Context: an optimization exercise on an open-source flow, tuned for small area, a short achievable clock period and few clock cycles per item. The choices shown serve that exercise and are no tape-out recipe.
Function was checked by simulation only, so behaviour that the tests miss may differ from the original.
Power and IR drop assume default switching activity.

### flow/design.v
package cpu_pkg;
   typedef logic [31:0] word_t;
   typedef logic [4:0]  reg_idx_t;
   typedef struct packed {
      word_t addr;
      word_t wdata;
      logic  we;
   } mem_req_t;
   typedef struct packed {
      logic     valid;
      word_t    pc;
      reg_idx_t rd;
      word_t    wdata;
   } retire_t;
endpackage
module alu
(
   input  logic [31:0] a_i,
   input  logic [31:0] b_i,
   input  logic        sub_i,      
   input  logic        uns_i,      
   input  logic        sh_right_i,
   input  logic        sh_arith_i,
   input  logic [2:0]  sel_i,      
   output logic [31:0] sum_o,
   output logic        lt_o,
   output logic        eq_o,
   output logic [31:0] res_o
);
   logic [32:0] s;
   logic [31:0] bx;
   logic [31:0] sh_in;
   logic [32:0] sh_ext;
   logic [31:0] sh_out;
   logic [31:0] sh_res;
   assign bx    = sub_i ? ~b_i : b_i;
   assign s     = {1'b0, a_i} + {1'b0, bx} + {32'd0, sub_i};
   assign sum_o = s[31:0];
   assign eq_o  = (a_i == b_i);
   assign lt_o  = uns_i ? ~s[32] : ((a_i[31] ^ b_i[31]) ? a_i[31] : s[31]);
   always_comb begin
      for (int i = 0; i < 32; i++) sh_in[i] = sh_right_i ? a_i[i] : a_i[31 - i];
   end
   assign sh_ext = {sh_arith_i & a_i[31], sh_in};
   assign sh_out = 32'($signed(sh_ext) >>> b_i[4:0]);
   always_comb begin
      for (int i = 0; i < 32; i++) sh_res[i] = sh_right_i ? sh_out[i] : sh_out[31 - i];
   end
   always_comb begin
      case (sel_i)
         3'd0:    res_o = s[31:0];
         3'd1:    res_o = {31'd0, lt_o};
         3'd2:    res_o = a_i ^ b_i;
         3'd3:    res_o = a_i | b_i;
         3'd4:    res_o = a_i & b_i;
         default: res_o = sh_res;
      endcase
   end
endmodule
module reg_file
(
   input  logic        clk,
   input  logic [4:0]  rs1_i,
   input  logic [4:0]  rs2_i,
   input  logic        we_i,
   input  logic [4:0]  rd_i,
   input  logic [31:0] wdata_i,
   output logic [31:0] rdata1_o,
   output logic [31:0] rdata2_o
);
   logic [31:0] regs [1:31];
   always_ff @(posedge clk) begin
      for (int i = 1; i < 32; i++) begin
         if (we_i && rd_i == 5'(i)) regs[i] <= wdata_i;
      end
   end
   always_comb begin
      rdata1_o = '0;
      rdata2_o = '0;
      for (int i = 1; i < 32; i++) begin
         rdata1_o = rdata1_o | ({32{rs1_i == 5'(i)}} & regs[i]);
         rdata2_o = rdata2_o | ({32{rs2_i == 5'(i)}} & regs[i]);
      end
   end
endmodule
module cpu_top
(
   input  logic     clk,
   input  logic     reset,
   input  cpu_pkg::word_t    rdata_i,
   output cpu_pkg::mem_req_t mem_o,
   output cpu_pkg::retire_t  retire_o
);
   logic [31:0] pc_f;        
   logic [31:0] pa_q;        
   logic        e_v;         
   logic [31:0] e_pc;
   logic [4:0]  e_rd;        
   logic [31:0] a_q;         
   logic [31:0] b_q;         
   logic [11:0] i_q;         
   logic [31:0] t_q;         
   logic        fa, fb;      
   logic        e_imm;       
   logic        e_t;         
   logic        e_sub, e_uns, e_shr, e_sha;
   logic [2:0]  e_sel;
   logic        e_br, e_jalr, e_lw, e_sw, e_pred;
   logic [2:0]  e_f3;
   logic        m_act;       
   logic        m_we;
   logic        w_v;
   logic [31:0] w_pc;
   logic [4:0]  w_rd;
   logic [31:0] res_q;       
   logic [31:0] ins;
   logic [4:0]  op;
   logic [2:0]  f3;
   logic        is_lui, is_auipc, is_jal, is_jalr, is_br, is_lw, is_sw, is_opi, is_op;
   logic        wr;
   logic [31:0] imm_u, imm_bj;
   logic [31:0] rf1, rf2;
   logic [31:0] pc4_f, tsum;
   logic        pred;
   logic        rf_we;
   logic [4:0]  rf_wa;
   logic [31:0] rf_wd;
   assign ins = rdata_i;
   assign op  = ins[6:2];
   assign f3  = ins[14:12];
   assign is_jal   = op[1];
   assign is_jalr  = op[4] & op[0] & ~op[1];
   assign is_br    = op[4] & ~op[0];
   assign is_lui   = op[2] & op[0] & op[3];
   assign is_auipc = op[2] & op[0] & ~op[3];
   assign is_lw    = ~op[4] & ~op[3] & ~op[2];
   assign is_sw    = ~op[4] & op[3] & ~op[2];
   assign is_opi   = op[2] & ~op[0] & ~op[3];
   assign is_op    = op[2] & ~op[0] & op[3];
   assign wr       = ~(op[3] & ~op[2] & ~op[0]) & (ins[11:7] != 5'd0);
   assign imm_u  = {ins[31:12], 12'd0};
   assign imm_bj = is_auipc ? imm_u :
                   is_jal   ? {{11{ins[31]}}, ins[31], ins[19:12], ins[20], ins[30:21], 1'b0} :
                              {{19{ins[31]}}, ins[31], ins[7], ins[30:25], ins[11:8], 1'b0};
   reg_file i_reg_file (
      .clk      (clk),
      .rs1_i    (ins[19:15]),
      .rs2_i    (ins[24:20]),
      .we_i     (rf_we),
      .rd_i     (rf_wa),
      .wdata_i  (rf_wd),
      .rdata1_o (rf1),
      .rdata2_o (rf2)
   );
   assign pc4_f = pc_f + 32'd4;
   assign tsum  = pc_f + imm_bj;
   assign pred  = is_jal | (is_br & ins[31]);
   logic [31:0] opa, opb, alu_b;
   logic [31:0] sum, alu_res, e_res;
   logic        lt, eq, taken, redir;
   logic [31:0] rtarget;
   logic        e_go, e_mem;
   assign e_go  = e_v & ~m_act;
   assign e_mem = e_lw | e_sw;
   assign opa   = fa ? res_q : a_q;
   assign opb   = fb ? res_q : b_q;
   assign alu_b = e_imm ? {{20{i_q[11]}}, i_q} : opb;
   alu i_alu (
      .a_i        (opa),
      .b_i        (alu_b),
      .sub_i      (e_sub),
      .uns_i      (e_uns),
      .sh_right_i (e_shr),
      .sh_arith_i (e_sha),
      .sel_i      (e_sel),
      .sum_o      (sum),
      .lt_o       (lt),
      .eq_o       (eq),
      .res_o      (alu_res)
   );
   assign taken   = e_f3[2] ? (lt ^ e_f3[0]) : (eq ^ e_f3[0]);
   assign redir   = e_go & (e_jalr | (e_br & (taken ^ e_pred)));
   assign rtarget = e_jalr ? {sum[31:1], 1'b0} : t_q;
   assign e_res   = e_t ? t_q : alu_res;
   assign rf_we = m_act ? (~m_we & (w_rd != 5'd0)) : (e_go & ~e_mem & (e_rd != 5'd0));
   assign rf_wa = m_act ? w_rd : e_rd;
   assign rf_wd = m_act ? rdata_i : e_res;
   always_ff @(posedge clk) begin
      if (!reset) begin
         pc_f  <= 32'h0000_0000;
         pa_q  <= 32'h0000_0000;
         e_v   <= 1'b0;
         m_act <= 1'b0;
         m_we  <= 1'b0;
         w_v   <= 1'b0;
      end else begin
         if (m_act) begin
            m_act <= 1'b0;
            m_we  <= 1'b0;
            w_v   <= 1'b1;
            pa_q  <= pc_f;
         end else begin
            if (redir)     pc_f <= rtarget;
            else if (pred) pc_f <= tsum;
            else           pc_f <= pc4_f;
            if (e_v & e_mem) pa_q <= sum;
            else if (redir)  pa_q <= rtarget;
            else if (pred)   pa_q <= tsum;
            else             pa_q <= pc4_f;
            e_v   <= ~redir;
            m_act <= e_v & e_mem;
            m_we  <= e_v & e_sw;
            w_v   <= e_v & ~e_mem;
         end
      end
   end
   always_ff @(posedge clk) begin
      if (m_act) begin
         if (!m_we) res_q <= rdata_i;
      end else begin
         e_pc   <= pc_f;
         e_rd   <= wr ? ins[11:7] : 5'd0;
         a_q    <= rf1;
         b_q    <= rf2;
         i_q    <= is_sw ? {ins[31:25], ins[11:7]} : ins[31:20];
         t_q    <= (is_jal | is_jalr | pred) ? pc4_f : is_lui ? imm_u : tsum;
         fa     <= (ins[19:15] == e_rd) & (e_rd != 5'd0) & e_v;
         fb     <= (ins[24:20] == e_rd) & (e_rd != 5'd0) & e_v;
         e_imm  <= ~is_op & ~is_br;
         e_t    <= is_lui | is_auipc | is_jal | is_jalr;
         e_sub  <= is_br | ((is_op | is_opi) & (f3 == 3'b010 || f3 == 3'b011)) | (is_op & f3 == 3'b000 & ins[30]);
         e_uns  <= is_br ? f3[1] : f3[0];
         e_shr  <= f3[2];
         e_sha  <= ins[30];
         e_sel  <= (is_op | is_opi) ? (f3 == 3'b010 || f3 == 3'b011) ? 3'd1 :
                                      (f3 == 3'b100) ? 3'd2 :
                                      (f3 == 3'b110) ? 3'd3 :
                                      (f3 == 3'b111) ? 3'd4 :
                                      (f3 == 3'b000) ? 3'd0 : 3'd5
                                    : 3'd0;
         e_br   <= is_br;
         e_jalr <= is_jalr;
         e_lw   <= is_lw;
         e_sw   <= is_sw;
         e_pred <= pred;
         e_f3   <= f3;
         if (e_v) begin
            res_q  <= e_sw ? opb : e_res;
            w_pc   <= e_pc;
            w_rd   <= e_rd;
         end
      end
   end
   assign mem_o.addr  = pa_q;
   assign mem_o.wdata = res_q;
   assign mem_o.we    = m_we;
   assign retire_o.valid = w_v;
   assign retire_o.pc    = w_pc;
   assign retire_o.rd    = w_rd;
   assign retire_o.wdata = (w_rd != 5'd0) ? res_q : 32'd0;
endmodule
### flow/run.sh
#!/bin/bash
# synth_recipe.tcl (not shown) runs the flow's synth.tcl, then flattens the netlist and writes it again
# the make line also repeats each setting of config.mk as NAME=value (left out here)
make -C /OpenROAD-flow-scripts/flow DESIGN_CONFIG=/design/flow/config.mk WORK_HOME=/design/flow/orfs CLKGATE_MAP_FILE= SYNTH_SCRIPT=/design/flow/synth_recipe.tcl finish
### flow/config.mk
export PLATFORM = sky130hd
export DESIGN_NAME = cpu_top
export DESIGN_NICKNAME = cpu_top
export VERILOG_FILES = /design/flow/design.v
export SDC_FILE = /design/flow/constraint.sdc
export NUM_CORES = 4
export LEC_CHECK = 0
export CAP_MARGIN = 20
export CORE_MARGIN = 2
export CORE_UTILIZATION = 45
export SETUP_SLACK_MARGIN = 5
export SLEW_MARGIN = 20
export TNS_END_PERCENT = 100
### flow/constraint.sdc
create_clock -name core_clock -period 10.0 [get_ports {clk}]
set_input_delay 2.0000 -clock core_clock [delete_from_list [all_inputs] [get_ports {clk}]]
set_output_delay 2.0000 -clock core_clock [all_outputs]
set_load 0.01 [all_outputs]
==> flow_summary_export.csv, run 1 <==
group,metric,value,unit
critical_path,start_kind,"input pin",
global_route,grt_pass1_wl,445000,µm
critical_path,startpoint,"rdata_i[20]",
global_route,grt_pass1_vias,53052,
cts,cts.sinks,1290,
status,outcome,"complete, no violations",
global_route,antenna_found_initial,14,
synth,synth_edf_count,1222,
synth,synth-seq-area-share,59.1,%
critical_path,required,10620,ps
cts,cts_tree,"built",
drt,routed_wl,338000,µm
power_and_ir_drop,p_switching,0.00826,W
synth,syn_avg_cell_area,12.4,µm²
cells_and_area,drive_gt1_share,17.4,%
floorplanning,die_h,382,µm
critical_path,timing.setup.critical_path_class,"input pin to flip-flop",
synth,synth_seq_cells,1290,
cts,clk_latency,850,ps
cells_and_area,mostFrequentLayoutCells,"edfxtp_1 (1222), a22oi_1 (580), nand2_1 (270)",
synth,syn_area,0.0644,mm²
power_and_ir_drop,switching_share,38.7,%
place,gp_congestion,1.04,
job,cap_violations,0,
synth,postSynthCellCount,5197,
cells_and_area,area_growth,19.9,%
synth,synth_warnings,4,
sta,fin_crit_sh,52.5,%
sta,setup_violations,0,
drt,vias_per_cell,7.83,
place,dp_hpwl,192000,µm
floorplanning,die_area,0.146,mm²
global_route,grt_usage,44.2,%
cts,clock-root-buffer,"clkbuf_16",
critical_path,r2r_end,"i_reg_file.regs[16][11]$_DFFE_PP_",
hold_path,worstHoldPathType,"flip-flop to flip-flop",
global_route,grt_max_degree,128,
drt,drc,0,
cells_and_area,final_common_cell,"edfxtp_1",
synth,synthFlopType,"edfxtp_1",
power_and_ir_drop,ir_worst_vdd,0.177,mV
power_and_ir_drop,power.internal,0.0131,W
cts,cts_buffers,139,
global_route,gr-total-overflow,0,
drt,vias,58457,
drt,drt-wirelength-per-cell,45.2,µm
critical_path,r2r_cells,15,
critical_path,ff2ff_setup_slack,4870,ps
synth,syn-num-nets,5359,
critical_path,endpoint_kind,"flip-flop",
sta,slew_viol_final,0,
sta,period_needed,5250,ps
floorplanning,pin_count,169,
power_and_ir_drop,p_comb_share,37.1,%
synth,ys_types,97,
sta,slew_headroom,13.9,%
synth,synth-async-reset-ratio,0,%
critical_path,crit_path_end,"b_q[19]$_DFFE_PN_",
cts,clk_pin_slew_worst_paths,70,ps
floorplanning,core,0.142,mm²
drt,drtIter0Drc,12614,
floorplanning,fp-row-count,138,
sta,finalHoldViolations,0,
floorplanning,start_util,45.4,%
sta,tightest_slew,1290,ps
cts,htreeDepth,4,
drt,detail-route-antenna-nets,0,
cells_and_area,fin_nets,5612,
critical_path,r2r-start,"fb$_DFFE_PN_",
power_and_ir_drop,power,0.0213,W
sta,tns,0,ps
sta,rsz0062_at_grt,"true",
critical_path,crit_arrival,5870,ps
cts,cts_buffer_depth,3,
floorplanning,die_w,382,µm
sta,fmax,191,MHz
hold_path,min-delay-start,"e_pc[17]$_DFFE_PN_",
power_and_ir_drop,leakage,26.2,nW
drt,drtPass1Iterations,13,
sta,clock_skew,58.9,ps
power_and_ir_drop,p_clk_share,25.6,%
power_and_ir_drop,p_per_area,277,mW/mm²
critical_path,path_max_fanout,17,
power_and_ir_drop,seqPwrFrac,37.3,%
place,portBuffers,168,
stage by stage:
| stage | cell area (µm²) | setup slack, ps | hold slack [ps] | utilization (%) | std cells |
|---|---|---|---|---|---|
| 6_report | 77200 | 4750 | 418 | 54.5 | 7463 |
| 5_1_grt | 77200 | 4910 | 427 | 54.4 | 7454 |
| 4_1_cts | 75500 | 4950 | 420 | 53.3 | 7369 |
| 2_1_floorplan | 64700 | 4850 | 400 | - | 5197 |
| 3_5_place_dp | 69400 | 2980 | 405 | 49.0 | 7063 |
| 3_3_place_gp | 69400 | 3070 | 400 | 49.0 | 7061 |
Yosys cell counts, types with 59 or more instances:
cell type / number / area [µm²]
a221oi_1: 183 / 1600
xnor2_1: 91 / 797
nand2_1: 275 / 1030
a22o_1: 167 / 1460
nor2_1: 258 / 968
o21ai_0: 174 / 871
clkbuf_1: 319 / 1200
inv_1: 96 / 360
dfxtp_1: 68 / 1360
a21oi_1: 168 / 841
edfxtp_1: 1222 / 36700
nand4_1: 112 / 701
nand3_1: 212 / 1060
a22oi_1: 581 / 4360
nor2b_1: 59 / 369
a211oi_1: 87 / 653
ha_1: 126 / 1580
mux2i_1: 103 / 1030
a222oi_1: 64 / 641
what timing repair did:
action,CTS,global route
setup buffers,39,66
endpoints found under the setup margin,1147,896
cloned,13,16
pin swaps,25,54
hold buffers,0,0
gates resized for setup,185,169
metal layers:
metal	GRT usage (%)	vias to the layer above	wire, µm
li1	-	21816	-
met5	0.628	-	261
met3	17.8	1813	56600
met1	54.3	28310	111000
met4	32.1	17	33000
met2	62.8	6501	137000
state kept, by name, indices dropped and copies added, names as in the netlist, 12 cells and up:
| signal | cells |
|---|---|
| b_q | 32 |
| e_pc | 32 |
| i_q | 12 |
| pa_q | 32 |
| a_q | 32 |
| w_pc | 32 |
| i_reg_file.regs | 992 |
| t_q | 32 |
| res_q | 32 |
| pc_f | 32 |
cell families after synthesis:
family	Yosys count	synth area share, %
AOI/OAI and AO/OA	1793	20.8
xor gates and xnor gates	128	1.74
adders and majority gates	128	2.51
buffers and inverters	484	2.93
DFF	1290	59.1
muxes	187	3.71
and+or+nand+nor	1187	9.17
worst min path at each step:
stage | endpoint | slack, ps | depth (start not counted)
after CTS | w_pc[28]$_DFFE_PP_ | 420 | 0
after floorplan | w_pc[0]$_DFFE_PP_ | 400 | 0
after global placement | w_pc[27]$_DFFE_PP_ | 400 | 0
final | w_pc[17]$_DFFE_PP_ | 420 | 0
after detailed placement | w_pc[28]$_DFFE_PP_ | 400 | 0
after global routing | w_pc[17]$_DFFE_PP_ | 430 | 0
power groups by stage:
stage | sequential, W | combinational (W) | clock [W]
after floorplan | 0.00768 | 0.00355 | 0
after global placement | 0.00802 | 0.00652 | 0
after detailed placement | 0.00802 | 0.00653 | 0
after CTS | 0.00791 | 0.00705 | 0.00545
after global routing | 0.00795 | 0.00810 | 0.00566
final | 0.00796 | 0.00793 | 0.00546
cell type report:
type	instances	area [µm²]
fill	11795	64600
sequential	1290	38100
multi-input combinational	3443	26900
timing repair buffer	471	4610
clock buffer	162	3620
tap	1890	2360
clock inverter	92	1200
inverter	105	408
antenna	10	25.0
worst max-delay path, stage by stage:
cell and delay, ps:
dlygate4sd2_1 690, nand2b_1 670, nor2_4 1090, buf_4 610
a22o_1 220, a221oi_1 50, nand3_1 140, or4_1 310
Testbench counts, summed over its fixed seeds: cycles 26,962, instrs 21,612.
==> inputs of run 2 (changes only) <==
==> flow/flow/run.sh (new file) <==
#!/bin/bash
set -euo pipefail
sed "s/SETUP_SLACK_MARGIN=[0-9.]*/SETUP_SLACK_MARGIN=5.5/" standard.sh > standard_tight.sh
bash standard_tight.sh > standard.log 2>&1
==> flow/standard.sh (new file) <==
#!/bin/bash
# synth_recipe.tcl (not shown) runs the flow's synth.tcl, then flattens the netlist and writes it again
# the make line also repeats each setting of config.mk as NAME=value (left out here)
make -C /OpenROAD-flow-scripts/flow DESIGN_CONFIG=/design/flow/config.mk WORK_HOME=/design/flow/orfs CLKGATE_MAP_FILE= SYNTH_SCRIPT=/design/flow/synth_recipe.tcl "${@:-finish}"
--- a/flow/config.mk
+++ b/flow/config.mk
@@ -10,2 +10,4 @@
 export CORE_UTILIZATION = 45
+export CTS_CLUSTER_DIAMETER = 100
+export CTS_CLUSTER_SIZE = 20
 export SETUP_SLACK_MARGIN = 5
removed: flow/run.sh
==> flow_summary_export.csv, run 2 <==
group,metric,value,unit
floorplanning,start_util,45.4,%
synth,synth_top_area_share,57.0,%
cells_and_area,largest_reg_flops,992,
place,dp_hpwl,194000,µm
drt,detail-route-antenna-nets,0,
power_and_ir_drop,ir_worst_vdd,0.164,mV
synth,synth-seq-area-share,59.1,%
floorplanning,die_w,382,µm
sta,tightest_slew,1330,ps
cells_and_area,largest-register,"i_reg_file.regs",
global_route,grt_max_degree,122,
cts,htreeDepth,3,
synth,postSynthCellCount,5197,
synth,synth_top_cell_by_area,"edfxtp_1",
synth,synth_warnings,4,
cells_and_area,stdcell_count,7507,
critical_path,path_max_fanout,7,
hold_path,worstHoldPathType,"flip-flop to flip-flop",
sta,period_needed,4930,ps
place,dp_cells,7049,
floorplanning,pin_count,169,
cts,clk_pin_slew_worst_paths,100,ps
synth,syn_area,0.0644,mm²
synth,synthFlopType,"edfxtp_1",
critical_path,r2r_end,"pa_q[25]$_SDFF_PN0_",
synth,yosys-top-cells-area,"edfxtp_1 (57%), a22oi_1 (6.8%), a221oi_1 (2.5%)",
job,cap_violations,0,
global_route,gr-total-overflow,0,
synth,syn-num-nets,5359,
global_route,grt_usage,45.6,%
drt,drtIter0Drc,12475,
place,dp_slack,3550,ps
cts,cts_buffer_depth,3,
critical_path,crit_path_end,"pa_q[25]$_SDFF_PN0_",
floorplanning,die_area,0.146,mm²
cells_and_area,mostFrequentLayoutCells,"edfxtp_1 (1222), a22oi_1 (580), buf_4 (351)",
cts,clk_latency,760,ps
floorplanning,core,0.142,mm²
sta,tns,0,ps
global_route,grt_pass1_wl,457000,µm
critical_path,r2r-start,"fb$_DFFE_PN_",
power_and_ir_drop,p_per_area,265,mW/mm²
cells_and_area,area_growth,22.6,%
sta,slew_headroom,11.1,%
power_and_ir_drop,leakage,26.6,nW
synth,synth_edf_count,1222,
critical_path,endpoint_kind,"flip-flop",
cts,cts_tree,"built",
critical_path,ff2ff_setup_slack,5070,ps
sta,fin_ws,5070,ps
synth,ys_types,97,
drt,drt-wirelength-per-cell,46.2,µm
synth,ys_top_cells_by_count,"edfxtp_1 (1222), a22oi_1 (581), clkbuf_1 (319)",
sta,rsz0062_at_grt,"true",
global_route,antenna_found_initial,27,
sta,fin_crit_sh,49.3,%
critical_path,timing.setup.critical_path_class,"flip-flop to flip-flop",
sta,fmax,203,MHz
cts,cts.sinks,1290,
critical_path,r2r_cells,19,
cells_and_area,drive_gt1_share,23.2,%
sta,clock_skew,75.1,ps
drt,drc,0,
synth,yosysMostFrequentCell,"edfxtp_1",
place,gp_congestion,1.06,
synth,synth_seq_cells,1290,
drt,vias,59307,
drt,routed_wl,347000,µm
place,portBuffers,168,
global_route,grt_pass1_vias,53883,
cts,postCtsHoldBufs,0,
sta,finalHoldViolations,0,
sta,setup_violations,0,
synth,syn_avg_cell_area,12.4,µm²
drt,drtPass1Iterations,14,
cells_and_area,fin_nets,5746,
cts,cts_buffers,77,
drt,vias_per_cell,7.90,
cts,clock-root-buffer,"clkbuf_16",
synth,synth-async-reset-ratio,0,%
sta,slew_viol_final,0,
critical_path,start_kind,"flip-flop",
critical_path,startpoint,"fb$_DFFE_PN_",
floorplanning,fp-row-count,138,
floorplanning,die_h,382,µm
critical_path,required,10680,ps
cells_and_area,final_common_cell,"edfxtp_1",
status,outcome,"complete, no violations",
hold_path,holdPathStages,0,
critical_path,crit_arrival,5610,ps
[run 2: cell count changes in the layout (fill, tap and decap cells not counted), moves of 20 or more]
cell             before  now
clkbuf_16           148   84
clkinv_2             24    1
o21ai_4              17   38
buf_2                 2   28
ha_4                  6   28
a21oi_1             158  130
buf_6                 9   56
a21oi_2               7   30
o21ai_0             121   97
clkdlybuf4s50_1     153  113
buf_12               32   70
buf_4               249  351
ha_1                105   78
clkinv_1             27    7
[run 2: how the worst min path moves through the flow]
| stage | from | end |
|---|---|---|
| after floorplan | e_pc[0]$_DFFE_PN_ | w_pc[0]$_DFFE_PP_ |
| after global placement | e_pc[11]$_DFFE_PN_ | w_pc[11]$_DFFE_PP_ |
| after detailed placement | e_pc[12]$_DFFE_PN_ | w_pc[12]$_DFFE_PP_ |
| after CTS | e_pc[9]$_DFFE_PN_ | w_pc[9]$_DFFE_PP_ |
| after global routing | e_pc[1]$_DFFE_PN_ | w_pc[1]$_DFFE_PP_ |
| final | e_pc[12]$_DFFE_PN_ | w_pc[12]$_DFFE_PP_ |
[run 2: cell families after synthesis]
kind of cell             count (synthesis)  synth area share, %
adder cells (fa/ha/maj)                128                 2.51
buffers and inverters                  484                 2.93
AO/OA/AOI/OAI                         1793                 20.8
AND/OR/NAND/NOR                       1187                 9.17
multiplexers                           187                 3.71
flip-flops                            1290                 59.1
XOR/XNOR                               128                 1.74
[run 2: stage by stage]
stage	hold WS [ps]	util [%]	cell area, µm²	power, W
after floorplan	400	-	65100	0.0113
after global placement	401	49.1	69600	0.0146
after detailed placement	405	49.1	69600	0.0146
after CTS	423	53.8	76200	0.0193
after global routing	427	55.6	78900	0.0212
final	423	55.7	78900	0.0209
[run 2: final cells by class]
type	count	area, µm²
Inverter	105	410
Tap cell	1890	2360
Timing Repair Buffer	665	6830
Clock buffer	89	2010
Clock inverter	11	220
Fill cell	11720	62900
Antenna cell	12	30.0
Sequential cell	1290	38100
Multi-Input combinational cell	3445	29000
[run 2: power breakdown]
part	switching [W]	total [W]	leakage (nW)	internal (W)
clock network	0.00188	0.00335	1.08	0.00147
logic	0.00584	0.00959	13.6	0.00375
registers	0.000715	0.00793	12.0	0.00721
total	0.00844	0.0209	26.6	0.0124
[run 2: layer usage]
layer  global-route usage (%)  routed length [µm]
met1                     54.9              112000
met2                     64.5              139000
met5                     1.98                 376
met4                     34.3               37000
met3                     19.2               58800
[run 2: worst max-delay path: stages (launching register included)]
cell and delay [ps]:
edfxtp_1 460, buf_6 180, buf_16 140, mux2_4 330, mux2i_4 300, xnor2_2 170, ha_4 240, a221oi_2 210
o211ai_1 220, nor4_2 280, buf_4 180, a211oi_4 80, buf_4 170, a21oi_4 210, o21bai_4 100, xnor2_4 180
buf_4 150, nor2_1 810, o221ai_4 240, a31oi_2 240
[run 2: repair_timing]
item | CTS | global route
pin swaps | 137 | 111
buffers inserted | 193 | 110
cloned | 33 | 9
setup endpoints to repair | 1209 | 1107
gates resized for setup | 607 | 298
==> inputs of run 3 (changes only) <==
--- a/flow/design.v
+++ b/flow/design.v
@@ -114,2 +114,3 @@
    logic [4:0]  w_rd;
+   logic        w_we;        
    logic [31:0] res_q;       
@@ -180,3 +181,6 @@
    );
-   assign taken   = e_f3[2] ? (lt ^ e_f3[0]) : (eq ^ e_f3[0]);
+   logic        br_eq, br_lt;
+   assign br_eq   = (opa == opb);
+   assign br_lt   = ({~e_f3[1] ^ opa[31], opa[30:0]} < {~e_f3[1] ^ opb[31], opb[30:0]});
+   assign taken   = e_f3[2] ? (br_lt ^ e_f3[0]) : (br_eq ^ e_f3[0]);
    assign redir   = e_go & (e_jalr | (e_br & (taken ^ e_pred)));
@@ -184,3 +188,3 @@
    assign e_res   = e_t ? t_q : alu_res;
-   assign rf_we = m_act ? (~m_we & (w_rd != 5'd0)) : (e_go & ~e_mem & (e_rd != 5'd0));
+   assign rf_we = m_act ? (~m_we & w_we) : (e_go & ~e_mem & (e_rd != 5'd0));
    assign rf_wa = m_act ? w_rd : e_rd;
@@ -250,2 +254,3 @@
             w_rd   <= e_rd;
+            w_we   <= e_rd != 5'd0;
          end
@@ -259,3 +264,3 @@
    assign retire_o.rd    = w_rd;
-   assign retire_o.wdata = (w_rd != 5'd0) ? res_q : 32'd0;
+   assign retire_o.wdata = w_we ? res_q : 32'd0;
 endmodule
==> flow_summary_export.csv, run 3 <==
group,metric,value,unit
sta,setup_violations,0,
drt,drc,0,
global_route,gr-usage-met3,18.0,%
synth,ys_types,91,
power_and_ir_drop,ir_worst_vdd,0.176,mV
cts,clock-root-buffer,"clkbuf_16",
cts,cts.sinks,1292,
synth,syn_area,0.0647,mm²
cells_and_area,drive_gt1_share,20.0,%
status,outcome,"complete, no violations",
drt,drtIter0Drc,11719,
sta,fin_crit_sh,46.7,%
power_and_ir_drop,seqPwrFrac,43.3,%
drt,vias_per_cell,7.78,
cts,clk_pin_slew_worst_paths,80,ps
synth,synth_top_area_share,56.8,%
cts,cts_buffer_depth,3,
floorplanning,die_h,383,µm
synth,ys_top_cells_by_count,"edfxtp_1 (1224), a22oi_1 (576), clkbuf_1 (296)",
critical_path,required,10490,ps
drt,routed_wl,338000,µm
sta,rsz0062_at_grt,"true",
sta,fmax,214,MHz
global_route,grt_max_degree,131,
hold_path,worstHoldPathType,"flip-flop to flip-flop",
power_and_ir_drop,leakage,26.3,nW
critical_path,ff2ff_setup_slack,5390,ps
sta,period_needed,4670,ps
synth,syn_avg_cell_area,12.5,µm²
global_route,grtUsageMet1,52.9,%
sta,finalHoldViolations,0,
synth,synth-seq-area-share,58.9,%
critical_path,start_kind,"input pin",
power_and_ir_drop,p_per_area,218,mW/mm²
cells_and_area,final_common_cell,"edfxtp_1",
critical_path,crit_family,"simple AND/OR/NAND/NOR gates",
synth,synth-async-reset-ratio,0,%
cts,htreeDepth,3,
cells_and_area,largest-register,"i_reg_file.regs",
power_and_ir_drop,p_comb_share,36.6,%
floorplanning,fp-row-count,139,
critical_path,path_max_fanout,19,
global_route,gr-total-overflow,0,
global_route,gr-max-usage-layer,"met2",
floorplanning,start_util,45.2,%
power_and_ir_drop,switching_share,36.9,%
place,gp_congestion,1.01,
cts,cts_tree,"built",
synth,synth_seq_cells,1292,
cells_and_area,final_area,0.0774,mm²
place,portBuffers,168,
synth,synth_top_cell_by_area,"edfxtp_1",
floorplanning,pin_count,169,
drt,drtPass1Iterations,13,
drt,detail-route-antenna-nets,0,
sta,clock_skew,47.1,ps
synth,synth_warnings,4,
cells_and_area,mostFrequentLayoutCells,"edfxtp_1 (1224), a22oi_1 (576), buf_4 (326)",
cells_and_area,largest_reg_flops,992,
cells_and_area,fin_nets,5699,
critical_path,crit_arrival,5160,ps
critical_path,cpPeakStageDelay,810,ps
sta,tightest_slew,1200,ps
sta,tns,0,ps
cts,cts_buffers,77,
critical_path,crit_path_top_delay_cell,"nor2_4",
synth,synth_edf_count,1224,
critical_path,endpoint_kind,"flip-flop",
cells_and_area,area_growth,19.7,%
synth,synthFlopType,"edfxtp_1",
drt,vias,57888,
floorplanning,die_area,0.147,mm²
floorplanning,die_w,383,µm
cts,clk_latency,770,ps
synth,syn-num-nets,5377,
power_and_ir_drop,p_switching,0.00623,W
sta,slew_viol_final,0,
critical_path,critical_path_buf_inv_count,3,
global_route,antenna_found_initial,20,
critical_path,worstPathCellList,"clkdlybuf4s50_1 -> buf_12 -> nand2_2 -> nor2_4 -> buf_4 -> a22oi_1 -> nand4_1 -> or3_1",
drt,drt-wirelength-per-cell,45.4,µm
floorplanning,core,0.143,mm²
job,cap_violations,0,
synth,yosys-top-cells-area,"edfxtp_1 (57%), a22oi_1 (6.7%), ha_1 (3.1%)",
synth,postSynthCellCount,5183,
synth,yosysMostFrequentCell,"edfxtp_1",
global_route,use_met2,62.2,%
critical_path,timing.setup.critical_path_class,"input pin to flip-flop",
sta,slew_headroom,19.7,%
global_route,grt_pass1_vias,52269,
global_route,grt_usage,44.0,%
place,dp_hpwl,193000,µm
power_and_ir_drop,p_clk_share,20.1,%
global_route,grt_pass1_wl,442000,µm
power_and_ir_drop,power.internal,0.0106,W
place,post_dp_cell_area,0.0697,mm²
-- run 3: changes by cell type after synthesis, sizes merged, moves of 16 or more --
cell    previous run  this run
o21ai            184       167
clkbuf           319       296
a211oi            90        60
ha               126       158
and2              20        54
mux2i            104       162
inv               98       120
o211ai            33        54
nor3              48        32
nand3            213       193
-- run 3: cell families (layout without fill, tap and decap cells) --
group           after synthesis  in the layout  share of synthesized area, %
other cells                   0             17                             0
fa+ha+maj                   160            160                          3.12
compound gates             1713           1730                          19.8
simple gates               1170           1171                          9.05
xor+xnor                    126            126                          1.71
flops                      1292           1292                          58.9
buf+inv                     487            811                          3.00
mux                         235            235                          4.41
-- run 3: timing repair --
| action | CTS | global route |
|---|---|---|
| gates resized for setup | 379 | 281 |
| pin swaps | 85 | 99 |
| hold buffers | 0 | 0 |
| endpoints found under the hold margin | 0 | 0 |
| setup buffers | 108 | 118 |
| setup endpoints to repair | 1175 | 1086 |
| cloned | 23 | 20 |
-- run 3: final timing paths --
kind,startpoint,cells past startpoint,endpoint
setup / recovery,rdata_i[19],8,a_q[19]$_DFFE_PN_
hold / removal,e_pc[14]$_DFFE_PN_,0,w_pc[14]$_DFFE_PP_
setup reg to reg,fb$_DFFE_PN_,14,i_reg_file.regs[8][17]$_DFFE_PP_
hold reg to reg,e_pc[14]$_DFFE_PN_,0,w_pc[14]$_DFFE_PP_
-- run 3: final cells by class --
class                           count  area, µm²
Tap cell                         1903       2380
Fill cell                       11907      65700
Timing Repair Buffer              592       6020
Clock buffer                       88       2020
Clock inverter                     11        228
Inverter                          120        482
Multi-Input combinational cell   3422      28100
Sequential cell                  1292      38100
Antenna cell                       17       42.5
-- run 3: power groups by stage --
stage	combinational [W]	sequential, W	clock (W)
after global routing	0.00633	0.00730	0.00356
final	0.00618	0.00730	0.00338
after CTS	0.00531	0.00726	0.00337
after global placement	0.00455	0.00738	0
after floorplan	0.00254	0.00713	0
after detailed placement	0.00455	0.00739	0
-- run 3: through the flow --
stage / total power, W / setup WS (ps) / hold slack [ps] / util, % / std cells
6_report: 0.0169 / 5330 / 415 / 54.1 / 7445
5_1_grt: 0.0172 / 5390 / 428 / 54.1 / 7434
4_1_cts: 0.0159 / 5480 / 421 / 52.2 / 7289
3_5_place_dp: 0.0119 / 3410 / 405 / 48.7 / 7059
3_3_place_gp: 0.0119 / 3450 / 400 / 48.6 / 7058
2_1_floorplan: 0.00968 / 5100 / 400 / - / 5183
-- run 3: worst reg2reg max path: cells and delay by family, from the launching register on --
kind / cells / cell delay (ps)
muxes: 5 / 1800
and+or+nand+nor: 2 / 740
AOI/OAI and AO/OA: 3 / 730
buffers and inverters: 4 / 720
DFF: 1 / 440
-- run 3: routing by layer --
layer	vias up	wire length, µm
met5	-	656
met4	14	35400
met3	1880	56400
met2	6263	136000
met1	28049	109000
li1	21682	-
Testbench counts of run 3, summed over its fixed seeds: cycles 26,962, instrs 21,612.
==> inputs of run 4 (changes only) <==
==> flow/flow/run.sh (replaced) <==
#!/bin/bash
set -euo pipefail
sed "s/SETUP_SLACK_MARGIN=[0-9.]*/SETUP_SLACK_MARGIN=5.75/" standard.sh > standard_tight.sh
bash standard_tight.sh > standard.log 2>&1
==> flow_summary_export.csv, run 4 <==
group,metric,value,unit
critical_path,endpoint_kind,"flip-flop",
global_route,grt_pass1_vias,54326,
critical_path,start_kind,"flip-flop",
floorplanning,pin_count,169,
floorplanning,start_util,45.2,%
synth,syn_area,0.0647,mm²
status,outcome,"complete, no violations",
cts,clock-root-buffer,"clkbuf_16",
floorplanning,fp-row-count,139,
drt,detail-route-antenna-nets,0,
drt,wl_met3,60500,µm
power_and_ir_drop,p_per_area,220,mW/mm²
hold_path,holdPathStages,0,
global_route,antenna_found_initial,19,
synth,synthFlopType,"edfxtp_1",
drt,vias,59891,
cts,cts_buffer_depth,3,
drt,m1WireLength,111000,µm
place,dp_cells,7054,
cells_and_area,mostFrequentLayoutCells,"edfxtp_1 (1224), a22oi_1 (576), buf_4 (379)",
synth,synth_seq_cells,1292,
global_route,grt_usage,45.3,%
power_and_ir_drop,leakage,27.6,nW
critical_path,ff2ff_setup_slack,5450,ps
drt,drtIter0Drc,13277,
drt,drt-wirelength-per-cell,45.8,µm
synth,ys_types,91,
cells_and_area,drive_gt1_share,25.5,%
sta,fmax,220,MHz
hold_path,min_to,"w_pc[10]$_DFFE_PP_",
critical_path,timing.setup.critical_path_class,"flip-flop to flip-flop",
sta,fin_crit_sh,45.5,%
cts,cts_buffers,76,
floorplanning,die_area,0.147,mm²
sta,setup_violations,0,
synth,syn_avg_cell_area,12.5,µm²
synth,synth-async-reset-ratio,0,%
cells_and_area,final_common_cell,"edfxtp_1",
cells_and_area,largest-register,"i_reg_file.regs",
global_route,gr-total-overflow,0,
drt,drc,0,
job,cap_violations,0,
sta,rsz0062_at_grt,"true",
floorplanning,core,0.143,mm²
cts,cts.sinks,1292,
synth,synth-seq-area-share,58.9,%
sta,finalHoldViolations,0,
cells_and_area,fillers,11508,
synth,postSynthCellCount,5183,
place,portBuffers,168,
sta,clock_skew,92.8,ps
synth,synth_top_cell_by_area,"edfxtp_1",
synth,synth_warnings,4,
critical_path,required,10530,ps
place,dp_hpwl,191000,µm
drt,routed_wl,349000,µm
drt,met2WireLength,138000,µm
critical_path,crit_arrival,5070,ps
cts,htreeDepth,3,
critical_path,r2r-start,"fa$_DFFE_PN_",
synth,synth_top_area_share,56.8,%
critical_path,r2r_cells,20,
drt,drtPass1Iterations,14,
place,gp_congestion,1.01,
hold_path,min-delay-start,"e_pc[10]$_DFFE_PN_",
cts,clk_pin_slew_worst_paths,90,ps
synth,synth_edf_count,1224,
synth,ys_top_cells_by_count,"edfxtp_1 (1224), a22oi_1 (576), clkbuf_1 (296)",
synth,yosysMostFrequentCell,"edfxtp_1",
sta,slew_viol_final,0,
sta,period_needed,4550,ps
cts,postCtsHoldBufs,0,
floorplanning,die_w,383,µm
power_and_ir_drop,ir_worst_vdd,0.197,mV
sta,tightest_slew,1240,ps
synth,yosys-top-cells-area,"edfxtp_1 (57%), a22oi_1 (6.7%), ha_1 (3.1%)",
floorplanning,die_h,383,µm
sta,slew_headroom,16.8,%
cts,cts_tree,"built",
critical_path,path_max_fanout,6,
sta,tns,0,ps
cells_and_area,stdcell_count,7608,
cells_and_area,largest_reg_flops,992,
drt,highest_layer,"met5",
cells_and_area,area_growth,25.1,%
critical_path,r2r_end,"i_reg_file.regs[18][28]$_DFFE_PP_",
cts,clk_latency,780,ps
hold_path,worstHoldPathType,"flip-flop to flip-flop",
global_route,grt_pass1_wl,456000,µm
global_route,grt_max_degree,135,
cells_and_area,fin_nets,5866,
synth,syn-num-nets,5377,
drt,vias_per_cell,7.87,
==> run 4: cell counts after synthesis <==
Identical to the previous run, type by type.
==> run 4: how the worst max path moves through the flow <==
stage | startpoint | endpoint | slack [ps] | depth (start not counted)
after detailed placement | rdata_i[2] | pa_q[24]$_SDFF_PN0_ | 3370 | 17
after global routing | fa$_DFFE_PN_ | i_reg_file.regs[18][28]$_DFFE_PP_ | 5440 | 20
after global placement | rdata_i[2] | pc_f[30]$_SDFFE_PN0N_ | 3410 | 17
final | fa$_DFFE_PN_ | i_reg_file.regs[18][28]$_DFFE_PP_ | 5450 | 20
after floorplan | rdata_i[2] | pa_q[29]$_SDFF_PN0_ | 5110 | 18
after CTS | fb$_DFFE_PN_ | i_reg_file.regs[3][21]$_DFFE_PP_ | 5650 | 13
==> run 4: power by group <==
part | leakage, nW | switching [W] | internal (W)
sequential | 12.0 | 0.000530 | 0.00679
combinational | 14.5 | 0.00421 | 0.00293
clock | 1.07 | 0.00190 | 0.00146
total | 27.6 | 0.00664 | 0.0112
==> run 4: worst max-delay path, cell delays in order, from the launching register on <==
cell and delay (ps):
edfxtp_1 390, buf_12 160, buf_16 170, mux2i_1 200, buf_4 200, clkinvlp_4 280
ha_4 390, and4_1 300, and3_4 260, and4_4 250, a211oi_4 60, buf_6 140
o221ai_4 180, mux2i_1 280, o221a_2 280, o211ai_1 150, nand2_2 140, buf_6 110
buf_12 110, o21ai_4 90, clkbuf_16 210
==> run 4: timing repair <==
item | in CTS | in global routing
gates cloned | 44 | 23
setup buffers | 260 | 116
resized for setup | 640 | 407
setup endpoints to repair | 1198 | 1092
pin swaps | 156 | 158
==> run 4: per-layer routing <==
metal,vias to the layer above,track usage [%]
li1,22067,-
met1,28988,53.6
met2,6677,63.8
met3,2131,21.2
met4,28,33.7
met5,-,0.628
==> run 4: logic make-up (layout without fill, tap and decap cells) <==
logic type,after synthesis,after routing,share of synthesized area [%]
AOI/OAI and AO/OA,1713,1744,19.8
xor gates and xnor gates,126,126,1.71
adders and majority gates,160,160,3.12
buffers and inverters,487,966,3.00
DFF,1292,1292,58.9
muxes,235,235,4.41
other,0,11,0
and+or+nand+nor,1170,1171,9.05
==> run 4: final cells by class <==
class	instances	area (µm²)	share of cell area [%]
inverter	120	495	0.612
multi-input combinational	3436	29700	36.7
antenna	11	27.5	0.0340
sequential	1292	38100	47.1
clock buffer	87	1970	2.44
tap	1903	2380	2.94
clock inverter	13	225	0.278
timing repair buffer	746	8010	9.89
==> run 4: per-stage QoR <==
| stage | area, µm² | hold slack, ps | utilization, % | total power, W | setup WS [ps] |
|---|---|---|---|---|---|
| 2_1_floorplan | 65200 | 400 | - | 0.00971 | 5110 |
| 3_3_place_gp | 69700 | 402 | 48.7 | 0.0119 | 3410 |
| 3_5_place_dp | 69700 | 405 | 48.7 | 0.0119 | 3370 |
| 4_1_cts | 77600 | 420 | 54.2 | 0.0165 | 5650 |
| 5_1_grt | 80900 | 434 | 56.5 | 0.0181 | 5440 |
| 6_report | 80900 | 422 | 56.5 | 0.0178 | 5450 |
==> inputs of run 5 (changes only) <==
--- a/flow/design.v
+++ b/flow/design.v
@@ -102,3 +102,3 @@
    logic [31:0] t_q;         
-   logic        fa, fb;      
+   logic        la, lb;      
    logic        e_imm;       
@@ -163,6 +163,7 @@
    logic        e_go, e_mem;
+   logic        dep_a, dep_b, hit_a, hit_b;
    assign e_go  = e_v & ~m_act;
    assign e_mem = e_lw | e_sw;
-   assign opa   = fa ? res_q : a_q;
-   assign opb   = fb ? res_q : b_q;
+   assign opa   = a_q;
+   assign opb   = b_q;
    assign alu_b = e_imm ? {{20{i_q[11]}}, i_q} : opb;
@@ -188,2 +189,6 @@
    assign e_res   = e_t ? t_q : alu_res;
+   assign dep_a = (ins[19:15] == e_rd) & (e_rd != 5'd0) & e_v;
+   assign dep_b = (ins[24:20] == e_rd) & (e_rd != 5'd0) & e_v;
+   assign hit_a = dep_a & ~e_lw;
+   assign hit_b = dep_b & ~e_lw;
    assign rf_we = m_act ? (~m_we & w_we) : (e_go & ~e_mem & (e_rd != 5'd0));
@@ -223,2 +228,4 @@
          if (!m_we) res_q <= rdata_i;
+         if (la) a_q <= rdata_i;
+         if (lb) b_q <= rdata_i;
       end else begin
@@ -226,8 +233,8 @@
          e_rd   <= wr ? ins[11:7] : 5'd0;
-         a_q    <= rf1;
-         b_q    <= rf2;
+         a_q    <= hit_a ? e_res : rf1;
+         b_q    <= hit_b ? e_res : rf2;
          i_q    <= is_sw ? {ins[31:25], ins[11:7]} : ins[31:20];
          t_q    <= (is_jal | is_jalr | pred) ? pc4_f : is_lui ? imm_u : tsum;
-         fa     <= (ins[19:15] == e_rd) & (e_rd != 5'd0) & e_v;
-         fb     <= (ins[24:20] == e_rd) & (e_rd != 5'd0) & e_v;
+         la     <= dep_a & e_lw;
+         lb     <= dep_b & e_lw;
          e_imm  <= ~is_op & ~is_br;
==> flow/flow/run.sh (replaced) <==
#!/bin/bash
set -euo pipefail
sed "s/SETUP_SLACK_MARGIN=[0-9.]*/SETUP_SLACK_MARGIN=5.5/" standard.sh > standard_tight.sh
bash standard_tight.sh > standard.log 2>&1
==> flow_summary_export.csv, run 5 <==
group,metric,value,unit
sta,slew_viol_final,0,
cts,htreeDepth,3,
cells_and_area,mostFrequentLayoutCells,"edfxtp_1 (1224), a221oi_1 (348), a22o_1 (344)",
cells_and_area,drive_gt1_share,18.3,%
synth,synth_seq_cells,1292,
synth,synth_edf_count,1224,
synth,synthXorXnorAreaFrac,1.67,%
floorplanning,start_util,45.4,%
floorplanning,fp-row-count,138,
cts,clk_latency,760,ps
global_route,grt_pass1_vias,52632,
floorplanning,die_h,382,µm
synth,syn-num-nets,5361,
sta,slew_headroom,20.9,%
place,portBuffers,168,
critical_path,endpoint_kind,"flip-flop",
synth,ys_types,87,
cells_and_area,final_common_cell,"edfxtp_1",
power_and_ir_drop,p_per_area,210,mW/mm²
sta,tightest_slew,1190,ps
synth,synth-compound-area-share,21.2,%
floorplanning,die_area,0.146,mm²
global_route,grt_pass1_wl,432000,µm
job,cap_violations,0,
hold_path,holdPathStages,0,
global_route,gr-total-overflow,0,
synth,synth_top_family_by_area,"compound AO/OA/AOI/OAI gates",
synth,synth_warnings,4,
critical_path,required,10600,ps
cells_and_area,fin_nets,5640,
status,outcome,"complete, no violations",
synth,synth_top_cell_by_area,"edfxtp_1",
synth,syn_avg_cell_area,12.5,µm²
synth,postSynthCellCount,5168,
cts,cts_buffer_depth,3,
synth,synth-simple-area-share,8.30,%
cells_and_area,largest_reg_flops,992,
critical_path,start_kind,"input pin",
sta,setup_violations,0,
drt,drtPass1Iterations,11,
synth,yosys-top-cells-area,"edfxtp_1 (57%), a221oi_1 (4.8%), a22o_1 (4.7%)",
floorplanning,die_w,382,µm
drt,routed_wl,326000,µm
drt,vias_per_cell,7.79,
synth,muxShareOfSynthArea,3.37,%
place,dp_slack,3050,ps
power_and_ir_drop,leakage,25.6,nW
place,dp_hpwl,185000,µm
synth,yosysMostFrequentCell,"edfxtp_1",
sta,rsz0062_at_grt,"true",
synth,ys_top_cells_by_count,"edfxtp_1 (1224), a221oi_1 (355), a22o_1 (344)",
drt,vias,57378,
cells_and_area,largest-register,"i_reg_file.regs",
cts,cts_tree,"built",
sta,clock_skew,66.5,ps
sta,tns,0,ps
critical_path,r2r_cells,16,
synth,syn_area,0.0644,mm²
critical_path,crit_arrival,5210,ps
global_route,antenna_found_initial,11,
global_route,grt_max_degree,81,
synth,synthAdderAreaFrac,3.11,%
cells_and_area,area_growth,18.1,%
global_route,grt_usage,42.9,%
place,gp_congestion,0.996,
cts,cts_buffers,76,
floorplanning,core,0.142,mm²
cts,clock-root-buffer,"clkbuf_16",
synth,synth-seq-area-share,59.2,%
synth,synth-async-reset-ratio,0,%
hold_path,worstHoldPathType,"flip-flop to flip-flop",
sta,fin_ws,5390,ps
synth,synth_top_area_share,57.1,%
drt,drc,0,
critical_path,path_max_fanout,23,
drt,detail-route-antenna-nets,0,
floorplanning,pin_count,169,
sta,fin_crit_sh,46.1,%
critical_path,timing.setup.critical_path_class,"input pin to flip-flop",
drt,drtIter0Drc,11862,
cts,clk_pin_slew_worst_paths,90,ps
sta,fmax,217,MHz
synth,synthFlopType,"edfxtp_1",
sta,period_needed,4610,ps
sta,finalHoldViolations,0,
power_and_ir_drop,ir_worst_vdd,0.156,mV
drt,drt-wirelength-per-cell,44.3,µm
cts,cts.sinks,1292,
[run 5: changes by cell type after synthesis, sizes merged, moves of 36 or more]
cell	before	now
or4	42	1
a22o	175	344
nor3	32	68
a22oi	577	230
a221oi	176	355
nand3	193	119
[run 5: power by group]
group	internal (W)	switching, W	leakage (nW)
sequential	0.00681	0.000466	12.0
combinational	0.00197	0.00344	12.6
clock	0.00141	0.00187	1.04
[run 5: final timing paths]
path / to / slack (ps) / startpoint
min reg2reg: w_pc[20]$_DFFE_PP_ / 420 / e_pc[20]$_DFFE_PN_
max reg2reg: res_q[18]$_DFFE_PP_ / 5420 / e_imm$_DFFE_PN_
max: b_q[23]$_DFFE_PP_ / 5390 / rdata_i[22]
min: w_pc[20]$_DFFE_PP_ / 420 / e_pc[20]$_DFFE_PN_
[run 5: layer usage]
layer  wire length (µm)  GRT usage (%)  vias to the layer above
li1                   -              -                    21634
met1             105000           50.5                    27789
met2             132000           61.5                     5967
met3              53200           18.7                     1967
met4              34600           32.7                       21
met5                420           2.15                        -
[run 5: worst max-delay path, cell delays in order]
cell and delay, ps:
dlygate4sd2_1 250, buf_8 150, or3_1 500, nor2_4 490, buf_4 760, a22o_1 260, a221oi_1 60, nand4_1 200
nor3_1 130, a211o_1 320, nand2_1 60
[run 5: kinds of logic (layout without fill, tap and decap cells)]
| kind of cell | count (synthesis) | count (layout) |
|---|---|---|
| xor+xnor | 123 | 123 |
| mux | 187 | 188 |
| other cells | 0 | 10 |
| buf+inv | 519 | 801 |
| simple gates | 1093 | 1095 |
| fa+ha+maj | 159 | 159 |
| flops | 1292 | 1292 |
| compound gates | 1795 | 1810 |
[run 5: per-stage QoR]
step | utilization [%] | total power [W] | cells | hold slack (ps) | area (µm²)
2_1_floorplan | - | 0.00965 | 5168 | 400 | 64800
3_3_place_gp | 49.1 | 0.0117 | 7040 | 400 | 69500
5_1_grt | 53.6 | 0.0163 | 7359 | 431 | 76000
4_1_cts | 52.3 | 0.0154 | 7252 | 417 | 74200
6_report | 53.6 | 0.0160 | 7368 | 418 | 76000
3_5_place_dp | 49.1 | 0.0117 | 7040 | 406 | 69600
[run 5: cell type report]
cell class | count | area (µm²)
timing repair inverter | 1 | 7.51
antenna | 10 | 25.0
clock buffer | 86 | 1940
inverter | 147 | 584
tap | 1890 | 2360
sequential | 1292 | 38100
fill | 11850 | 65700
timing repair buffer | 554 | 5220
multi-input combinational | 3375 | 27600
clock inverter | 13 | 204
[run 5: what timing repair did]
action	CTS	global route
setup endpoints to repair	1169	1033
gates resized for setup	348	191
buffers inserted	97	99
pin swaps	85	98
gates cloned	16	7
hold buffers	0	0
Testbench counts of run 5, summed over its fixed seeds: cycles 26,962, instrs 21,612.
==> inputs of run 6 (changes only) <==
==> flow/flow/run.sh (replaced) <==
#!/bin/bash
set -euo pipefail
sed -e "s/SETUP_SLACK_MARGIN=[0-9.]*/SETUP_SLACK_MARGIN=5.5/" \
    -e 's/"${@:-finish}"/"BUFFER_PORTS_ARGS=-buffer_cell sky130_fd_sc_hd__buf_2" "${@:-finish}"/' \
    standard.sh > standard_tight.sh
bash standard_tight.sh > standard.log 2>&1
==> flow_summary_export.csv, run 6 <==
group,metric,value,unit
synth,yosys-top-cells-area,"edfxtp_1 (57%), a221oi_1 (4.8%), a22o_1 (4.7%)",
cts,clk_latency,790,ps
critical_path,critical_path_buf_inv_count,2,
cts,cts.sinks,1292,
cells_and_area,final_common_cell,"edfxtp_1",
floorplanning,die_h,382,µm
cells_and_area,largest_reg_flops,992,
sta,slew_viol_final,0,
sta,fmax,214,MHz
power_and_ir_drop,p_comb_share,32.7,%
power_and_ir_drop,ir_worst_vdd,0.184,mV
power_and_ir_drop,p_clk_share,21.5,%
drt,detail-route-antenna-nets,0,
power_and_ir_drop,power,0.0159,W
critical_path,crit_family,"simple AND/OR/NAND/NOR gates",
cts,cts_tree,"built",
cells_and_area,drive_gt1_share,19.6,%
global_route,grt_pass1_vias,52025,
synth,synth-seq-area-share,59.2,%
critical_path,endpoint_kind,"flip-flop",
drt,drtPass1Iterations,10,
status,outcome,"complete, no violations",
sta,fin_crit_sh,46.7,%
global_route,grt_max_degree,74,
power_and_ir_drop,switching_share,36.5,%
drt,drt-wirelength-per-cell,44.3,µm
cells_and_area,fin_nets,5599,
drt,drc,0,
synth,synth_warnings,4,
critical_path,cpPeakStageDelay,790,ps
cts,clk_pin_slew_worst_paths,90,ps
hold_path,worstHoldPathType,"flip-flop to flip-flop",
cells_and_area,mostFrequentLayoutCells,"edfxtp_1 (1224), a221oi_1 (349), a22o_1 (342)",
place,dp_hpwl,183000,µm
synth,ys_top_cells_by_count,"edfxtp_1 (1224), a221oi_1 (355), a22o_1 (344)",
sta,period_needed,4670,ps
sta,clock_skew,81.3,ps
power_and_ir_drop,leakage,25.4,nW
power_and_ir_drop,seqPwrFrac,45.8,%
critical_path,timing.setup.critical_path_class,"input pin to flip-flop",
cts,htreeDepth,3,
drt,drtIter0Drc,11990,
synth,synth_edf_count,1224,
power_and_ir_drop,p_switching,0.00580,W
synth,synth_top_cell_by_area,"edfxtp_1",
synth,yosysMostFrequentCell,"edfxtp_1",
floorplanning,die_w,382,µm
global_route,grt_pass1_wl,432000,µm
critical_path,required,10440,ps
floorplanning,pin_count,169,
sta,slew_headroom,19.7,%
synth,synth-async-reset-ratio,0,%
power_and_ir_drop,p_per_area,214,mW/mm²
cts,cts_buffer_depth,3,
sta,tns,0,ps
sta,finalHoldViolations,0,
critical_path,path_max_fanout,27,
floorplanning,core,0.142,mm²
place,portBuffers,168,
critical_path,crit_arrival,5110,ps
drt,routed_wl,324000,µm
floorplanning,start_util,45.4,%
synth,syn_avg_cell_area,12.5,µm²
cts,clock-root-buffer,"clkbuf_16",
cts,cts_buffers,78,
global_route,antenna_found_initial,16,
synth,syn-num-nets,5361,
cells_and_area,area_growth,15.5,%
drt,vias,56878,
job,cap_violations,0,
power_and_ir_drop,power.internal,0.0101,W
critical_path,start_kind,"input pin",
synth,synth_seq_cells,1292,
sta,rsz0062_at_grt,"true",
floorplanning,die_area,0.146,mm²
critical_path,worstPathCellList,"clkbuf_4 -> nand2b_2 -> nor2_4 -> buf_4 -> a22o_1 -> a221oi_1 -> nand4_1 -> nor3_1 -> o31ai_1",
cts,postCtsHoldBufs,0,
floorplanning,fp-row-count,138,
cells_and_area,largest-register,"i_reg_file.regs",
synth,postSynthCellCount,5168,
global_route,gr-total-overflow,0,
place,gp_congestion,0.993,
synth,syn_area,0.0644,mm²
global_route,grt_usage,42.8,%
drt,vias_per_cell,7.77,
sta,whs,422,ps
sta,tightest_slew,1200,ps
synth,ys_types,87,
synth,synthFlopType,"edfxtp_1",
synth,synth_top_area_share,57.1,%
sta,setup_violations,0,
critical_path,crit_path_top_delay_cell,"nor3_1",
## run 6: per-stage QoR
step                      utilization [%]  setup WS, ps  std cells  area, µm²
after detailed placement             48.5          3550       7038      68700
after floorplan                         -          4990       5168      64800
after global placement               48.4          3710       7037      68700
after CTS                            51.3          5330       7225      72700
after global routing                 52.4          5340       7318      74300
final                                52.5          5330       7324      74400
## run 6: final timing paths
kind	from	endpoint	slack (ps)	cells after the start
worst max register to register	e_imm$_DFFE_PN_	res_q[7]$_DFFE_PP_	5390	14
worst max-delay path	rdata_i[24]	b_q[6]$_DFFE_PP_	5330	9
worst min-delay path	e_pc[5]$_DFFE_PN_	w_pc[5]$_DFFE_PP_	420	0
worst min register to register	e_pc[5]$_DFFE_PN_	w_pc[5]$_DFFE_PP_	420	0
## run 6: layer usage
| layer | vias to the layer above | track usage [%] | share of wire (%) |
|---|---|---|---|
| met3 | 1876 | 18.0 | 16 |
| met5 | - | 1.52 | 0.11 |
| li1 | 21520 | - | - |
| met2 | 5913 | 61.6 | 40 |
| met1 | 27548 | 51.2 | 33 |
| met4 | 21 | 31.5 | 10 |
## run 6: area by class of cell
cell class	instances	area, µm²
Timing Repair Buffer	511	3890
Fill cell	11993	67400
Tap cell	1890	2360
Sequential cell	1292	38100
Inverter	147	567
Clock buffer	88	2010
Antenna cell	6	15.0
Timing Repair inverter	1	7.51
Clock inverter	14	262
Multi-Input combinational cell	3375	27100
## run 6: power groups by stage
stage / Combinational, W / Sequential (W) / Clock, W
2_1_floorplan: 0.00245 / 0.00719 / 0
5_1_grt: 0.00537 / 0.00728 / 0.00357
3_5_place_dp: 0.00419 / 0.00738 / 0
3_3_place_gp: 0.00416 / 0.00738 / 0
4_1_cts: 0.00461 / 0.00726 / 0.00340
6_report: 0.00519 / 0.00728 / 0.00341
## run 6: repair_timing
action | CTS | global route
setup endpoints to repair | 1150 | 935
resized for setup | 180 | 164
pin swaps | 56 | 93
gates cloned | 15 | 5
buffers inserted | 70 | 88
## run 6: kinds of logic (layout without fill, tap and decap cells)
family / Yosys count / in the layout / share of synthesized area (%)
AO/OA/AOI/OAI: 1795 / 1809 / 21.2
multiplexers: 187 / 188 / 3.37
adder cells (fa/ha/maj): 159 / 159 / 3.11
XOR/XNOR: 123 / 123 / 1.67
buffers and inverters: 519 / 761 / 3.08
flip-flops: 1292 / 1292 / 59.2
AND/OR/NAND/NOR: 1093 / 1096 / 8.30
other: 0 / 6 / 0
==> inputs of run 7 (changes only) <==
--- a/flow/config.mk
+++ b/flow/config.mk
@@ -11,3 +11,3 @@
 export CTS_CLUSTER_DIAMETER = 100
-export CTS_CLUSTER_SIZE = 20
+export CTS_CLUSTER_SIZE = 25
 export SETUP_SLACK_MARGIN = 5
==> flow_summary_export.csv, run 7 <==
group,metric,value,unit
cells_and_area,final_common_cell,"edfxtp_1",
place,gp_congestion,0.993,
power_and_ir_drop,leakage,25.0,nW
place,dp_hpwl,183000,µm
critical_path,endpoint_kind,"flip-flop",
floorplanning,die_w,382,µm
global_route,grt_max_degree,74,
sta,fmax,209,MHz
drt,vias,56750,
sta,clock_skew,124,ps
power_and_ir_drop,p_switching,0.00567,W
floorplanning,die_area,0.146,mm²
sta,fin_crit_sh,47.8,%
critical_path,r2r-start,"e_imm$_DFFE_PN_",
cells_and_area,largest-register,"i_reg_file.regs",
sta,period_needed,4780,ps
sta,slew_viol_final,0,
power_and_ir_drop,ir_worst_vdd,0.191,mV
synth,synthFlopType,"edfxtp_1",
job,cap_violations,0,
drt,drt-wirelength-per-cell,44.5,µm
cts,clk_latency,820,ps
sta,tns,0,ps
global_route,grt_pass1_wl,431000,µm
power_and_ir_drop,seqPwrFrac,47.4,%
hold_path,min_to,"w_pc[5]$_DFFE_PP_",
cts,cts.sinks,1292,
critical_path,worstPathCellList,"buf_4 -> nand3b_1 -> nor2_4 -> buf_4 -> a22o_1 -> a221oi_1 -> nand4_1 -> nor3_1 -> o21a_1 -> a31oi_1",
hold_path,worstHoldPathType,"flip-flop to flip-flop",
sta,tightest_slew,1340,ps
critical_path,start_kind,"input pin",
critical_path,crit_family,"simple AND/OR/NAND/NOR gates",
synth,synth-async-reset-ratio,0,%
cells_and_area,mostFrequentLayoutCells,"edfxtp_1 (1224), a221oi_1 (349), a22o_1 (342)",
drt,drtIter0Drc,12421,
drt,routed_wl,323000,µm
cts,cts_tree,"built",
place,portBuffers,168,
hold_path,min-delay-start,"e_pc[5]$_DFFE_PN_",
floorplanning,die_h,382,µm
critical_path,crit_path_top_delay_cell,"nor2_4",
synth,ys_top_cells_by_count,"edfxtp_1 (1224), a221oi_1 (355), a22o_1 (344)",
sta,finalHoldViolations,0,
power_and_ir_drop,p_clk_share,19.4,%
cts,clock-root-buffer,"clkbuf_16",
cts,cts_buffer_depth,3,
power_and_ir_drop,switching_share,37.0,%
critical_path,critical_path_buf_inv_count,2,
cells_and_area,stdcell_count,7268,
place,dp_cells,7038,
synth,synth_top_cell_by_area,"edfxtp_1",
power_and_ir_drop,p_comb_share,33.2,%
floorplanning,start_util,45.4,%
cts,htreeDepth,2,
critical_path,crit_arrival,5270,ps
sta,slew_headroom,10.9,%
synth,synth_seq_cells,1292,
cells_and_area,largest_reg_flops,992,
critical_path,required,10480,ps
synth,syn-num-nets,5361,
synth,synth_edf_count,1224,
global_route,gr-total-overflow,0,
power_and_ir_drop,p_per_area,209,mW/mm²
synth,ys_types,87,
drt,detail-route-antenna-nets,0,
synth,synth-seq-area-share,59.2,%
global_route,grt_pass1_vias,51990,
critical_path,timing.setup.critical_path_class,"input pin to flip-flop",
cells_and_area,drive_gt1_share,18.5,%
cts,postCtsHoldBufs,0,
drt,drtPass1Iterations,11,
global_route,grt_usage,42.8,%
synth,syn_area,0.0644,mm²
power_and_ir_drop,power,0.0154,W
cts,clk_pin_slew_worst_paths,110,ps
power_and_ir_drop,power.internal,0.00968,W
critical_path,cpMostUsedCell,"buf_4",
drt,drc,0,
global_route,antenna_found_initial,11,
synth,syn_avg_cell_area,12.5,µm²
synth,yosys-top-cells-area,"edfxtp_1 (57%), a221oi_1 (4.8%), a22o_1 (4.7%)",
cts,cts_buffers,61,
critical_path,cpPeakStageDelay,830,ps
sta,rsz0062_at_grt,"true",
hold_path,holdPathStages,0,
critical_path,r2r_cells,14,
sta,setup_violations,0,
cells_and_area,fin_nets,5544,
status,outcome,"complete, no violations",
synth,synth_top_area_share,57.1,%
floorplanning,pin_count,169,
synth,postSynthCellCount,5168,
critical_path,path_max_fanout,20,
synth,yosysMostFrequentCell,"edfxtp_1",
cells_and_area,area_growth,14.2,%
critical_path,r2r_end,"res_q[7]$_DFFE_PP_",
synth,synth_warnings,4,
critical_path,ff2ff_setup_slack,5440,ps
drt,vias_per_cell,7.81,
floorplanning,core,0.142,mm²
floorplanning,fp-row-count,138,
## run 7: cell counts after synthesis
Identical to the previous run, type by type.
## run 7: cell families (layout without fill, tap and decap cells)
group                      after synthesis  count (layout)  synth area share, %
other                                    0               9                    0
AOI/OAI and AO/OA                     1795            1807                 21.2
muxes                                  187             188                 3.37
buffers and inverters                  519             705                 3.08
DFF                                   1292            1292                 59.2
xor gates and xnor gates               123             123                 1.67
and+or+nand+nor                       1093            1095                 8.30
adders and majority gates              159             159                 3.11
## run 7: how the worst max path moves through the flow
stage	slack, ps	to	startpoint	cells after the start
CTS	5380	res_q[23]$_DFFE_PP_	e_imm$_DFFE_PN_	15
floorplan	4990	pa_q[31]$_SDFF_PN0_	rdata_i[2]	19
global placement	3710	i_reg_file.regs[15][22]$_DFFE_PP_	e_imm$_DFFE_PN_	14
finish	5220	b_q[27]$_DFFE_PP_	rdata_i[21]	10
detailed placement	3550	i_reg_file.regs[18][22]$_DFFE_PP_	e_imm$_DFFE_PN_	14
global route	5410	res_q[23]$_DFFE_PP_	e_imm$_DFFE_PN_	16
## run 7: power groups by stage
stage | Clock (W) | Sequential, W | Combinational, W
after floorplan | 0 | 0.00719 | 0.00245
after global placement | 0 | 0.00738 | 0.00416
after detailed placement | 0 | 0.00738 | 0.00419
after CTS | 0.00296 | 0.00725 | 0.00462
after global routing | 0.00313 | 0.00728 | 0.00527
final | 0.00298 | 0.00728 | 0.00509
## run 7: worst register-to-register path, cell delays in order, from the launching register on
cell      delay (ps)
edfxtp_1         430
buf_4            150
buf_6            180
mux2i_2          370
xnor2_1          110
ha_1             360
o21ai_2          280
a21oi_1          150
a211oi_4         410
buf_4            190
xnor2_2          180
a21oi_1          210
o211ai_1         410
o21ai_2          230
o211ai_1         700
## run 7: final cells by class
class / count / area, µm²
timing repair buffer: 476 / 3650
multi-input combinational: 3372 / 27000
fill: 12063 / 68200
tap: 1890 / 2360
inverter: 147 / 567
clock inverter: 14 / 221
timing repair inverter: 1 / 7.51
sequential: 1292 / 38100
antenna: 9 / 22.5
clock buffer: 67 / 1550
## run 7: what timing repair did
item | in CTS | in global routing
gates resized for setup | 171 | 156
pin swaps | 65 | 60
setup buffers | 67 | 56
gates cloned | 15 | 2
endpoints found under the setup margin | 1150 | 928
## run 7: metrics by stage
step | setup WS (ps) | utilization, % | instance area, µm² | hold WS [ps]
2_1_floorplan | 4990 | - | 64800 | 400
3_3_place_gp | 3710 | 48.4 | 68700 | 403
3_5_place_dp | 3550 | 48.5 | 68700 | 405
4_1_cts | 5380 | 50.9 | 72200 | 428
5_1_grt | 5410 | 51.8 | 73500 | 438
6_report | 5220 | 51.9 | 73500 | 427
## run 7: metal layers
metal  GRT usage (%)  part of all wire, %  up-vias
met3            18.2                   16     1898
met4            31.8                   10       16
met5            1.88                 0.13        -
met2            61.3                   41     5979
li1                -                    -    21420
met1            50.8                   33    27437

-- static timing again, ports no longer ideal --
Ports are ideal in the flow. The routed layouts listed here were re-timed in OpenROAD.
Step 1 sets driving cells, clkbuf_16 on the clock port and buf_2 on the other inputs (assumed; they add their load-dependent delay and slew).
Step 2 moves the port delays by t, midway between the first and last clock arrival at a register: inputs arrive t later, outputs are due t later. That takes back most of the time a late clock gives input paths.
Slacks: ideal / step 1 / step 2; pairs: ideal / step 1.
| run | t, ns | slack for setup (ns) | worst data-port slew with drivers (ns) |
|---|---|---|---|
| run 1 | 0.898 | 4.754 / 4.813 / 3.915 | 0.10 |
| run 2 | 0.803 | 5.071 / 5.071 / 4.548 | 0.09 |
| run 3 | 0.825 | 5.329 / 5.382 / 4.557 | 0.09 |
| run 4 | 0.809 | 5.453 / 5.453 / 4.774 | 0.07 |
| run 5 | 0.809 | 5.386 / 5.421 / 4.635 | 0.09 |
| run 6 | 0.830 | 5.332 / 5.391 / 4.561 | 0.10 |
| run 7 | 0.839 | 5.215 / 5.270 / 4.432 | 0.07 |
After both steps setup and hold are still met in every run listed. For run 1, which loses most, drivers alone change the setup slack by +0.059 ns; drivers and shift together by -0.839 ns.
